Source: an optimization exercise on an open RTL-to-GDS flow (aim: small area and a short achievable clock period). Production flows keep margins and buffers that such runs may drop.
RTL that was checked went through simulation tests only; none was proved equivalent to the original.

Setup of job 101:
==> flow/design.v <==
module packet_sfifo_drop #(
  parameter int DATA_WIDTH   = 32,
  parameter int FIFO_DEPTH   = 64,
  parameter int AFULL_THRESH = FIFO_DEPTH - 8,
  localparam int CW          = $clog2(FIFO_DEPTH) + 1
) (
  input  logic                  clk,
  input  logic                  rst,
  input  logic                  wen,
  input  logic [DATA_WIDTH-1:0] wdata,
  input  logic                  wdrop,
  output logic                  afull,
  output logic                  full,
  output logic [CW-1:0]         wrcnt,
  input  logic                  ren,
  output logic [DATA_WIDTH-1:0] rdata,
  output logic                  empty,
  output logic [CW-1:0]         rdcnt,
  output logic [CW-1:0]         pkt_cnt,
  output logic                  overflow,
  output logic                  underflow,
  output logic                  drop
);
  localparam int AW = CW - 1;
  logic [DATA_WIDTH-1:0] r_mem [FIFO_DEPTH];
  logic [AW-1:0]         r_wptr, r_cptr;              
  logic [FIFO_DEPTH-1:0] r_rsel;                      
  logic [CW-1:0]         r_wrcnt, r_rdcnt, r_pkt_cnt;
  logic                  r_disc, r_full, r_afull, r_nempty;
  logic                  r_overflow, r_underflow, r_drop;
  logic [DATA_WIDTH-1:0] r_rdata;                     
  logic          w_eop, w_acc, w_commit, w_discard, w_ovf, w_rb, w_rd, w_rd_eop, w_hit;
  logic [CW-1:0] w_wrcnt_nxt, w_rdcnt_nxt, w_pkt_nxt;
  logic          w_full_nxt, w_afull_nxt, w_nempty_nxt;
  assign wrcnt     = r_wrcnt;
  assign rdcnt     = r_rdcnt;
  assign full      = r_full;
  assign afull     = r_afull;
  assign pkt_cnt   = r_pkt_cnt;
  assign empty     = ~r_nempty;
  assign rdata     = r_rdata;
  assign overflow  = r_overflow;
  assign underflow = r_underflow;
  assign drop      = r_drop;
  assign w_eop     = wdata[DATA_WIDTH-1];
  assign w_acc     = wen & ~r_full & ~r_disc;
  assign w_commit  = w_acc & w_eop & ~wdrop;
  assign w_discard = w_acc & w_eop & wdrop;
  assign w_ovf     = wen & r_full & ~r_disc;
  assign w_rb      = w_ovf | w_discard;
  assign w_rd      = ren & r_nempty;
  assign w_rd_eop  = w_rd & r_rdata[DATA_WIDTH-1];
  assign w_hit     = w_acc & (w_rd ? (r_wrcnt == CW'(1)) : (r_wrcnt == '0));
  always_comb begin
    if (w_rb) begin
      w_wrcnt_nxt = w_rd ? r_rdcnt - CW'(1) : r_rdcnt;
      w_full_nxt  = ~w_rd & (r_rdcnt == CW'(FIFO_DEPTH));
      w_afull_nxt = w_rd ? (r_rdcnt >= CW'(AFULL_THRESH + 1)) : (r_rdcnt >= CW'(AFULL_THRESH));
    end else if (w_acc & ~w_rd) begin
      w_wrcnt_nxt = r_wrcnt + CW'(1);
      w_full_nxt  = r_wrcnt == CW'(FIFO_DEPTH - 1);
      w_afull_nxt = r_wrcnt >= CW'(AFULL_THRESH - 1);
    end else if (~w_acc & w_rd) begin
      w_wrcnt_nxt = r_wrcnt - CW'(1);
      w_full_nxt  = 1'b0;
      w_afull_nxt = r_wrcnt >= CW'(AFULL_THRESH + 1);
    end else begin
      w_wrcnt_nxt = r_wrcnt;
      w_full_nxt  = r_full;
      w_afull_nxt = r_afull;
    end
    if (w_commit) w_rdcnt_nxt = w_rd ? r_wrcnt : r_wrcnt + CW'(1);
    else          w_rdcnt_nxt = w_rd ? r_rdcnt - CW'(1) : r_rdcnt;
    if (w_commit & ~w_rd_eop) begin
      w_pkt_nxt   = r_pkt_cnt + CW'(1);
      w_nempty_nxt = 1'b1;
    end else if (~w_commit & w_rd_eop) begin
      w_pkt_nxt   = r_pkt_cnt - CW'(1);
      w_nempty_nxt = r_pkt_cnt != CW'(1);
    end else begin
      w_pkt_nxt   = r_pkt_cnt;
      w_nempty_nxt = r_nempty;
    end
  end
  logic [DATA_WIDTH-1:0] w_rnext;
  always_comb begin
    w_rnext = '0;
    for (int i = 0; i < FIFO_DEPTH; i++)
      w_rnext = w_rnext | ({DATA_WIDTH{r_rsel[i]}} & r_mem[i]);
  end
  always_ff @(posedge clk)
    if (!r_full) r_mem[r_wptr] <= wdata;
  always_ff @(posedge clk or posedge rst)
    if (rst)        r_rdata <= '0;
    else if (w_hit) r_rdata <= wdata;
    else if (w_rd)  r_rdata <= w_rnext;
  always_ff @(posedge clk or posedge rst)
    if (rst) begin
      r_wptr      <= '0;
      r_cptr      <= '0;
      r_rsel      <= FIFO_DEPTH'(2);
      r_wrcnt     <= '0;
      r_rdcnt     <= '0;
      r_pkt_cnt   <= '0;
      r_disc      <= 1'b0;
      r_full      <= 1'b0;
      r_afull     <= 1'b0;
      r_nempty    <= 1'b0;
      r_overflow  <= 1'b0;
      r_underflow <= 1'b0;
      r_drop      <= 1'b0;
    end else begin
      r_wptr      <= w_rb ? r_cptr : r_wptr + AW'(w_acc);
      r_cptr      <= w_commit ? r_wptr + AW'(1) : r_cptr;
      r_rsel      <= w_rd ? {r_rsel[FIFO_DEPTH-2:0], r_rsel[FIFO_DEPTH-1]} : r_rsel;
      r_wrcnt     <= w_wrcnt_nxt;
      r_rdcnt     <= w_rdcnt_nxt;
      r_pkt_cnt   <= w_pkt_nxt;
      r_disc      <= r_disc ? ~(wen & w_eop) : (w_ovf & ~w_eop);
      r_full      <= w_full_nxt;
      r_afull     <= w_afull_nxt;
      r_nempty    <= w_nempty_nxt;
      r_overflow  <= w_ovf;
      r_underflow <= ren & ~r_nempty;
      r_drop      <= w_rb;
    end
endmodule
clock: 5.0 ns
lec_check: 0
abc_clock_period_in_ps: 2500
cap_margin: 20
core_margin: 2
core_utilization: 55
cts_cluster_diameter: 60
cts_cluster_size: 24
setup_slack_margin: 2.45
slew_margin: 20
run.sh (not shown) runs the stock make flow with config.mk's settings and CLKGATE_MAP_FILE= SYNTH_SCRIPT=/design/flow/synth_recipe.tcl, a recipe that flattens the netlist after the stock synthesis.
diff inputs: job 101 => job 102
--- a/flow/design.v
+++ b/flow/design.v
@@ -28,9 +28,10 @@
   logic [CW-1:0]         r_wrcnt, r_rdcnt, r_pkt_cnt;
   logic                  r_disc, r_full, r_afull, r_nempty;
+  logic                  r_wok, r_wovf, r_wc0, r_wc1;    
   logic                  r_overflow, r_underflow, r_drop;
   logic [DATA_WIDTH-1:0] r_rdata;                     
   logic          w_eop, w_acc, w_commit, w_discard, w_ovf, w_rb, w_rd, w_rd_eop, w_hit;
   logic [CW-1:0] w_wrcnt_nxt, w_rdcnt_nxt, w_pkt_nxt;
-  logic          w_full_nxt, w_afull_nxt, w_nempty_nxt;
+  logic          w_full_nxt, w_afull_nxt, w_nempty_nxt, w_disc_nxt, w_wc0_nxt, w_wc1_nxt;
   assign wrcnt     = r_wrcnt;
   assign rdcnt     = r_rdcnt;
@@ -44,28 +45,37 @@
   assign drop      = r_drop;
   assign w_eop     = wdata[DATA_WIDTH-1];
-  assign w_acc     = wen & ~r_full & ~r_disc;
+  assign w_acc     = wen & r_wok;
   assign w_commit  = w_acc & w_eop & ~wdrop;
   assign w_discard = w_acc & w_eop & wdrop;
-  assign w_ovf     = wen & r_full & ~r_disc;
+  assign w_ovf     = wen & r_wovf;
   assign w_rb      = w_ovf | w_discard;
   assign w_rd      = ren & r_nempty;
   assign w_rd_eop  = w_rd & r_rdata[DATA_WIDTH-1];
-  assign w_hit     = w_acc & (w_rd ? (r_wrcnt == CW'(1)) : (r_wrcnt == '0));
+  assign w_hit     = w_acc & (w_rd ? r_wc1 : r_wc0);
+  assign w_disc_nxt = r_disc ? ~(wen & w_eop) : (w_ovf & ~w_eop);
   always_comb begin
     if (w_rb) begin
       w_wrcnt_nxt = w_rd ? r_rdcnt - CW'(1) : r_rdcnt;
       w_full_nxt  = ~w_rd & (r_rdcnt == CW'(FIFO_DEPTH));
+      w_wc0_nxt   = w_rd ? (r_rdcnt == CW'(1)) : (r_rdcnt == '0);
+      w_wc1_nxt   = w_rd ? (r_rdcnt == CW'(2)) : (r_rdcnt == CW'(1));
       w_afull_nxt = w_rd ? (r_rdcnt >= CW'(AFULL_THRESH + 1)) : (r_rdcnt >= CW'(AFULL_THRESH));
     end else if (w_acc & ~w_rd) begin
       w_wrcnt_nxt = r_wrcnt + CW'(1);
       w_full_nxt  = r_wrcnt == CW'(FIFO_DEPTH - 1);
+      w_wc0_nxt   = 1'b0;
+      w_wc1_nxt   = r_wc0;
       w_afull_nxt = r_wrcnt >= CW'(AFULL_THRESH - 1);
     end else if (~w_acc & w_rd) begin
       w_wrcnt_nxt = r_wrcnt - CW'(1);
       w_full_nxt  = 1'b0;
+      w_wc0_nxt   = r_wc1;
+      w_wc1_nxt   = r_wrcnt == CW'(2);
       w_afull_nxt = r_wrcnt >= CW'(AFULL_THRESH + 1);
     end else begin
       w_wrcnt_nxt = r_wrcnt;
       w_full_nxt  = r_full;
+      w_wc0_nxt   = r_wc0;
+      w_wc1_nxt   = r_wc1;
       w_afull_nxt = r_afull;
     end
@@ -104,4 +114,8 @@
       r_pkt_cnt   <= '0;
       r_disc      <= 1'b0;
+      r_wok       <= 1'b1;
+      r_wovf      <= 1'b0;
+      r_wc0       <= 1'b1;
+      r_wc1       <= 1'b0;
       r_full      <= 1'b0;
       r_afull     <= 1'b0;
@@ -117,5 +131,9 @@
       r_rdcnt     <= w_rdcnt_nxt;
       r_pkt_cnt   <= w_pkt_nxt;
-      r_disc      <= r_disc ? ~(wen & w_eop) : (w_ovf & ~w_eop);
+      r_disc      <= w_disc_nxt;
+      r_wok       <= ~w_full_nxt & ~w_disc_nxt;
+      r_wovf      <= w_full_nxt & ~w_disc_nxt;
+      r_wc0       <= w_wc0_nxt;
+      r_wc1       <= w_wc1_nxt;
       r_full      <= w_full_nxt;
       r_afull     <= w_afull_nxt;
==> comparison <==
Compared with job 101, in job 102 worst reg-to-reg setup slack closely matched the old numbers; number of gates resized after CTS went down 29%; post-route fraction of the period consumed by the critical path about even; number of buffers outside the clock class in the layout shows a reduction of 63. Looking at via count, job 102 sits 197 above job 101. Job 102 | status: complete | timing, DRC, antenna: pass.
For job 102, only the layout was checked, not whether the RTL still works.

[separate check: timing with driven ports]
The flow's constraints put no driver on any port. The routed layouts listed below were extracted and timed again, unchanged, in two steps. Step 1, drivers: a clkbuf_16 drives clk and a buf_2 each remaining input, both assumed. Step 2, shift: input delay + t, output delay - t, t = (earliest + latest rising clock arrival at the registers) / 2. This alone moves slack from input paths to output paths. Slacks: ideal ports / drivers / drivers and shift; pairs: ideal ports / drivers.
| run | shift t [ns] | setup slack, ns | worst setup path after step 2 | clock arrival spread, ns | pins driven straight from the clock port |
|---|---|---|---|---|---|
| job 101 | 0.889 | 2.337 / 2.337 / 1.698 | input to register | 0.044 / 0.043 | 1 |
| job 102 | 0.875 | 2.331 / 2.331 / 1.643 | input to register | 0.057 / 0.057 | 1 |
After both steps setup and hold are still met in every run listed. For job 102, which loses most, drivers alone change the setup slack by 0.000 ns; drivers and shift together by -0.688 ns.
